This design comes from an exercise in tuning for small area, a short achievable clock period and few clock cycles per item on the open sky130 flow, not from production work. RTL that was checked went through simulation tests only; none was proved equivalent to the original. Power figures rest on the tool's default switching activity, not on a simulated workload.

==> 09-08: inputs <==
Design ysyx_25030085_mc_core, start of the top module:
module ysyx_25030085_mc_core #(
   parameter logic [31:0] RESET_PC = 32'h8000_0000,
   parameter int          NR_REGS  = 16
) (
   input  logic        clk,
   input  logic        rst,
   output logic        ifu_req_valid,
   input  logic        ifu_req_ready,
   output logic [31:0] ifu_req_addr,
   input  logic        ifu_rsp_valid,
   input  logic [31:0] ifu_rsp_inst,
   output logic [31:0] pc_out,
   output logic        commit_valid,
   output logic [31:0] commit_pc,
   output logic [4:0]  commit_rd,
   output logic [31:0] commit_wdata,
   output logic        halt,
   output logic        illegal
);
==> module ysyx_25030085_mc_core, before the edit <==
module ysyx_25030085_mc_core #(
   parameter logic [31:0] RESET_PC = 32'h8000_0000,
   parameter int          NR_REGS  = 16
) (
   input  logic        clk,
   input  logic        rst,
   output logic        ifu_req_valid,
   input  logic        ifu_req_ready,
   output logic [31:0] ifu_req_addr,
   input  logic        ifu_rsp_valid,
   input  logic [31:0] ifu_rsp_inst,
   output logic [31:0] pc_out,
   output logic        commit_valid,
   output logic [31:0] commit_pc,
   output logic [4:0]  commit_rd,
   output logic [31:0] commit_wdata,
   output logic        halt,
   output logic        illegal
);
   localparam int AW = $clog2(NR_REGS);
   logic [31:0] r_pc;
   logic [31:1] r_pc_hi;    
   logic        r_busy;      
   logic        r_halt;
   logic        r_illegal;
   logic [31:0] r_gpr [1:NR_REGS-1];
   logic [NR_REGS-1:1] r_vld;
   logic [NR_REGS-1:0] w_wsel;    
   logic [31:0] w_rf [NR_REGS];   
   logic [NR_REGS-1:0] w_vld;
   logic [31:0] w_ir;
   logic [6:0]  w_op, w_f7;
   logic [4:0]  w_rd, w_rs1, w_rs2;
   logic [2:0]  w_f3;
   logic [31:0] w_imm_i, w_imm_u, w_imm_j;
   logic        w_addi, w_addsub, w_lui, w_auipc, w_jal, w_jalr, w_ebreak;
   logic        w_badreg, w_legal, w_wen;
   logic [31:0] w_a, w_b, w_x, w_pc4, w_res, w_npc;
   logic        w_use_rs2, w_sub, w_use_pc;
   logic [31:0] w_bop;
   logic [32:0] w_sum;
   assign w_ir  = ifu_rsp_inst;
   assign w_op  = w_ir[6:0];
   assign w_rd  = w_ir[11:7];
   assign w_f3  = w_ir[14:12];
   assign w_rs1 = w_ir[19:15];
   assign w_rs2 = w_ir[24:20];
   assign w_f7  = w_ir[31:25];
   assign w_imm_i = {{20{w_ir[31]}}, w_ir[31:20]};
   assign w_imm_u = {w_ir[31:12], 12'b0};
   assign w_imm_j = {{12{w_ir[31]}}, w_ir[19:12],
                     w_ir[20], w_ir[30:21], 1'b0};
   assign w_addi   = (w_op == 7'h13) && (w_f3 == 3'd0);
   assign w_addsub = (w_op == 7'h33) && (w_f3 == 3'd0)
                     && (w_f7[6] == 1'b0) && (w_f7[4:0] == 5'd0);
   assign w_lui    = (w_op == 7'h37);
   assign w_auipc  = (w_op == 7'h17);
   assign w_jal    = (w_op == 7'h6f);
   assign w_jalr   = (w_op == 7'h67) && (w_f3 == 3'd0);
   assign w_ebreak = (w_ir == 32'h0010_0073);
   assign w_badreg = w_rd[4]
                   | ((w_addi | w_addsub | w_jalr) & w_rs1[4])
                   | (w_addsub & w_rs2[4]);
   assign w_legal  = (w_addi | w_addsub | w_lui | w_auipc
                     | w_jal | w_jalr | w_ebreak) & ~w_badreg;
   assign w_wen    = w_legal & (w_rd != 5'd0);
   assign w_use_pc  = w_ir[2] & (w_ir[3] | ~w_ir[5]);  
   assign w_use_rs2 = w_ir[5] & w_ir[4] & ~w_ir[2];  
   assign w_sub     = w_use_rs2 & w_ir[30];
   always_comb begin
      w_a = w_use_pc ? r_pc : '0;
      w_b = '0;
      for (int i = 1; i < NR_REGS; i++) begin
         w_a = w_a | (w_rf[i] & {32{!w_use_pc && w_vld[i]
                                    && w_rs1[AW-1:0] == AW'(i)}});
         w_b = w_b | (w_rf[i] & {32{w_vld[i] && w_rs2[AW-1:0] == AW'(i)}});
      end
   end
   always_comb begin
      if (w_use_rs2)               w_bop = w_b ^ {32{w_sub}};
      else if (w_use_pc)           w_bop = w_ir[3] ? w_imm_j : w_imm_u;
      else                         w_bop = w_imm_i;
   end
   assign w_sum = {w_a, 1'b1} + {w_bop, w_sub};
   assign w_x   = w_sum[32:1];
   assign r_pc  = {r_pc_hi, 1'b0};
   assign w_pc4 = r_pc + 32'd4;
   always_comb begin
      if (!w_ir[2])     w_res = w_x;         
      else if (w_ir[6]) w_res = w_pc4;       
      else if (w_ir[5]) w_res = w_imm_u;     
      else              w_res = w_x;         
      if (w_ir[2] & w_ir[6]) w_npc = {w_x[31:1], 1'b0};
      else                   w_npc = w_pc4;
   end
   always_comb begin
      if (ifu_rsp_valid) begin
         ifu_req_valid = !r_halt && w_legal && !w_ebreak;
         ifu_req_addr  = w_npc;
      end else begin
         ifu_req_valid = !r_halt && !r_busy;
         ifu_req_addr  = r_pc;
      end
      commit_valid = ifu_rsp_valid && w_legal;
      commit_pc    = r_pc;
      commit_rd    = w_rd;
      commit_wdata = (w_rd != 5'd0) ? w_res : 32'd0;
      halt         = r_halt;
      illegal      = r_illegal;
      pc_out       = r_pc;
   end
   always_ff @(posedge clk or negedge rst) begin
      if (!rst) begin
         r_pc_hi   <= RESET_PC[31:1];
         r_busy    <= 1'b0;
         r_halt    <= 1'b0;
         r_illegal <= 1'b0;
      end else begin
         if (ifu_req_valid && ifu_req_ready) r_busy <= 1'b1;
         else if (ifu_rsp_valid)             r_busy <= 1'b0;
         if (ifu_rsp_valid) begin
            if (!w_legal) begin
               r_halt    <= 1'b1;
               r_illegal <= 1'b1;
            end else if (w_ebreak) begin
               r_halt <= 1'b1;
            end else begin
               r_pc_hi <= w_npc[31:1];
            end
         end
      end
   end
   assign w_wsel[0] = 1'b0;
   assign w_vld[0]  = 1'b0;
   assign w_rf[0]   = '0;
   for (genvar i = 1; i < NR_REGS; i++) begin : g_gpr
      assign w_wsel[i] = ifu_rsp_valid && w_wen && (w_rd[AW-1:0] == AW'(i));
      always_ff @(posedge clk or negedge rst) begin
         if (!rst)           r_vld[i] <= 1'b0;
         else if (w_wsel[i]) r_vld[i] <= 1'b1;
      end
      always_ff @(posedge clk) begin
         if (w_wsel[i]) r_gpr[i] <= w_res;
      end
      assign w_vld[i] = r_vld[i];
      assign w_rf[i]  = r_gpr[i];
   end
endmodule
clock: 12.0 ns
lec_check: 0
cap_margin: 20
core_margin: 2
core_utilization: 55
setup_slack_margin: 2
slew_margin: 20
tns_end_percent: 5
run.sh (not shown) runs the stock make flow with config.mk's settings and CLKGATE_MAP_FILE= SYNTH_SCRIPT=/design/flow/synth_recipe.tcl, a recipe that flattens the netlist after the stock synthesis.
==> 03-01: changes against 09-08 <==
--- a/flow/design.v
+++ b/flow/design.v
@@ -20,5 +20,4 @@
    localparam int AW = $clog2(NR_REGS);
    logic [31:0] r_pc;
-   logic [31:1] r_pc_hi;    
    logic        r_busy;      
    logic        r_halt;
@@ -36,8 +35,6 @@
    logic        w_addi, w_addsub, w_lui, w_auipc, w_jal, w_jalr, w_ebreak;
    logic        w_badreg, w_legal, w_wen;
-   logic [31:0] w_a, w_b, w_x, w_pc4, w_res, w_npc;
-   logic        w_use_rs2, w_sub, w_use_pc;
-   logic [31:0] w_bop;
-   logic [32:0] w_sum;
+   logic [31:0] w_a, w_b, w_x, w_y, w_pc4, w_res, w_npc;
+   logic        w_use_rs2, w_sub;
    assign w_ir  = ifu_rsp_inst;
    assign w_op  = w_ir[6:0];
@@ -65,24 +62,11 @@
                      | w_jal | w_jalr | w_ebreak) & ~w_badreg;
    assign w_wen    = w_legal & (w_rd != 5'd0);
-   assign w_use_pc  = w_ir[2] & (w_ir[3] | ~w_ir[5]);  
-   assign w_use_rs2 = w_ir[5] & w_ir[4] & ~w_ir[2];  
+   assign w_a = w_vld[w_rs1[AW-1:0]] ? w_rf[w_rs1[AW-1:0]] : 32'd0;
+   assign w_b = w_vld[w_rs2[AW-1:0]] ? w_rf[w_rs2[AW-1:0]] : 32'd0;
+   assign w_use_rs2 = w_ir[5] & w_ir[4];            
    assign w_sub     = w_use_rs2 & w_ir[30];
-   always_comb begin
-      w_a = w_use_pc ? r_pc : '0;
-      w_b = '0;
-      for (int i = 1; i < NR_REGS; i++) begin
-         w_a = w_a | (w_rf[i] & {32{!w_use_pc && w_vld[i]
-                                    && w_rs1[AW-1:0] == AW'(i)}});
-         w_b = w_b | (w_rf[i] & {32{w_vld[i] && w_rs2[AW-1:0] == AW'(i)}});
-      end
-   end
-   always_comb begin
-      if (w_use_rs2)               w_bop = w_b ^ {32{w_sub}};
-      else if (w_use_pc)           w_bop = w_ir[3] ? w_imm_j : w_imm_u;
-      else                         w_bop = w_imm_i;
-   end
-   assign w_sum = {w_a, 1'b1} + {w_bop, w_sub};
-   assign w_x   = w_sum[32:1];
-   assign r_pc  = {r_pc_hi, 1'b0};
+   assign w_x   = w_a + (w_use_rs2 ? (w_b ^ {32{w_sub}}) : w_imm_i)
+                      + {31'd0, w_sub};
+   assign w_y   = r_pc + (w_ir[3] ? w_imm_j : w_imm_u);
    assign w_pc4 = r_pc + 32'd4;
    always_comb begin
@@ -90,7 +74,8 @@
       else if (w_ir[6]) w_res = w_pc4;       
       else if (w_ir[5]) w_res = w_imm_u;     
-      else              w_res = w_x;         
-      if (w_ir[2] & w_ir[6]) w_npc = {w_x[31:1], 1'b0};
-      else                   w_npc = w_pc4;
+      else              w_res = w_y;         
+      if (!(w_ir[2] & w_ir[6])) w_npc = w_pc4;
+      else if (w_ir[3])         w_npc = w_y;                  
+      else                      w_npc = {w_x[31:1], 1'b0};    
    end
    always_comb begin
@@ -112,5 +97,5 @@
    always_ff @(posedge clk or negedge rst) begin
       if (!rst) begin
-         r_pc_hi   <= RESET_PC[31:1];
+         r_pc      <= RESET_PC;
          r_busy    <= 1'b0;
          r_halt    <= 1'b0;
@@ -126,5 +111,5 @@
                r_halt <= 1'b1;
             end else begin
-               r_pc_hi <= w_npc[31:1];
+               r_pc <= w_npc;
             end
          end
- CORE_UTILIZATION: 55 -> 30
- SETUP_SLACK_MARGIN: 2 -> default
- TNS_END_PERCENT: 5 -> default
==> 11-22: changes against 09-08 <==
--- a/flow/design.v
+++ b/flow/design.v
@@ -20,5 +20,4 @@
    localparam int AW = $clog2(NR_REGS);
    logic [31:0] r_pc;
-   logic [31:1] r_pc_hi;    
    logic        r_busy;      
    logic        r_halt;
@@ -39,5 +38,4 @@
    logic        w_use_rs2, w_sub, w_use_pc;
    logic [31:0] w_bop;
-   logic [32:0] w_sum;
    assign w_ir  = ifu_rsp_inst;
    assign w_op  = w_ir[6:0];
@@ -82,7 +80,5 @@
       else                         w_bop = w_imm_i;
    end
-   assign w_sum = {w_a, 1'b1} + {w_bop, w_sub};
-   assign w_x   = w_sum[32:1];
-   assign r_pc  = {r_pc_hi, 1'b0};
+   assign w_x = w_a + w_bop + {31'd0, w_sub};
    assign w_pc4 = r_pc + 32'd4;
    always_comb begin
@@ -91,6 +87,7 @@
       else if (w_ir[5]) w_res = w_imm_u;     
       else              w_res = w_x;         
-      if (w_ir[2] & w_ir[6]) w_npc = {w_x[31:1], 1'b0};
-      else                   w_npc = w_pc4;
+      if (!(w_ir[2] & w_ir[6])) w_npc = w_pc4;
+      else if (w_ir[3])         w_npc = w_x;                  
+      else                      w_npc = {w_x[31:1], 1'b0};    
    end
    always_comb begin
@@ -112,5 +109,5 @@
    always_ff @(posedge clk or negedge rst) begin
       if (!rst) begin
-         r_pc_hi   <= RESET_PC[31:1];
+         r_pc      <= RESET_PC;
          r_busy    <= 1'b0;
          r_halt    <= 1'b0;
@@ -126,5 +123,5 @@
                r_halt <= 1'b1;
             end else begin
-               r_pc_hi <= w_npc[31:1];
+               r_pc <= w_npc;
             end
          end
- SETUP_SLACK_MARGIN: 2 -> 5
- TNS_END_PERCENT: 5 -> default
==> qor summary <==
quantity                                                                                     03-01                    09-08                    11-22
Run status                                                                 complete, no violations  complete, no violations  complete, no violations
Hold path startpoint                                                                      r_vld[2]                r_illegal                r_illegal
Portion of the clock cycle consumed by the worst path in the final layout                    94.8%                    86.1%                    78.7%
Utilization of the core after routing                                                        36.2%                    67.0%                    74.9%
Logic pwr share                                                                              16.4%                    11.7%                    14.4%
Total number of vias                                                                         25900                    23900                    25900
Router iterations before antenna repair                                                          9                       13                       12
Cell Rows                                                                                      114                       80                       80
Hold_ws                                                                                   0.486 ns                 0.460 ns                 0.496 ns
Routed metal-1 wire length                                                                 45.0 mm                  39.6 mm                  40.6 mm
Area share of buffers outside the clock network                                              8.30%                    8.86%                    13.5%
Met1 demand-to-capacity share in global routing                                              29.6%                    57.7%                    60.2%
Flip-flop and latch share of the layout cell area                                            44.8%                    48.7%                    43.6%
Slew headroom                                                                                25.4%                    17.1%                    7.14%
Post-placement setup slack                                                                0.790 ns                 0.786 ns                  1.06 ns
Number of clock buffers in the layout                                                           61                       60                       62
Sequential cell count                                                                          530                      529                      530
Grt met3 use                                                                                 5.64%                    19.2%                    21.8%
Insertion delay to the later sink of the worst-skew pair                                   0.66 ns                  0.64 ns                  0.65 ns
Setup slack of the critical path after layout                                             0.619 ns                  1.66 ns                  2.56 ns
Complex-gate fraction of the synthesized area                                                23.3%                    20.9%                    21.2%
Post-synth cell types                                                                           90                       80                       79
Largest stage delay on the critical path                                                   0.57 ns                  0.65 ns                  0.41 ns
Final Cell Area                                                                          35000 um2                32100 um2                35900 um2
Testbench counts of 09-08, summed over its fixed seeds: cycles 32,451, instrs 32,387.
Testbench counts of 03-01, summed over its fixed seeds: cycles 32,451, instrs 32,387.
Function not checked in 11-22: the RTL went through the layout flow alone.

## port drivers added, routing unchanged
The flow's constraints put no driver on any port. The routed layouts listed below were extracted and timed again, unchanged, in two steps. Step 1 sets driving cells, clkbuf_16 on the clock port and buf_2 on the other inputs (assumed; they add their load-dependent delay and slew). Step 2 adds t to the input delays and takes it off the output delays; t is the mean of the earliest and latest rising clock arrival at the registers after step 1. Input paths then give back, and output paths get back, about the clock's delay inside the block. a / b / c = ideal ports / drivers / drivers and shift; a / b = the first two.
run | shift t [ns] | setup WS [ns] | clock arrival spread, ns | worst data-port slew with drivers (ns)
09-08 | 0.694 | 1.663 / 1.633 / 1.633 | 0.022 / 0.022 | 0.04
03-01 | 0.710 | 0.619 / 0.597 / 0.597 | 0.050 / 0.050 | 0.11
11-22 | 0.705 | 2.556 / 2.503 / 2.503 | 0.021 / 0.020 | 0.07
After both steps setup and hold are still met in every run listed. For 11-22, which loses most, drivers alone change the setup slack by -0.053 ns; drivers and shift together by -0.053 ns.
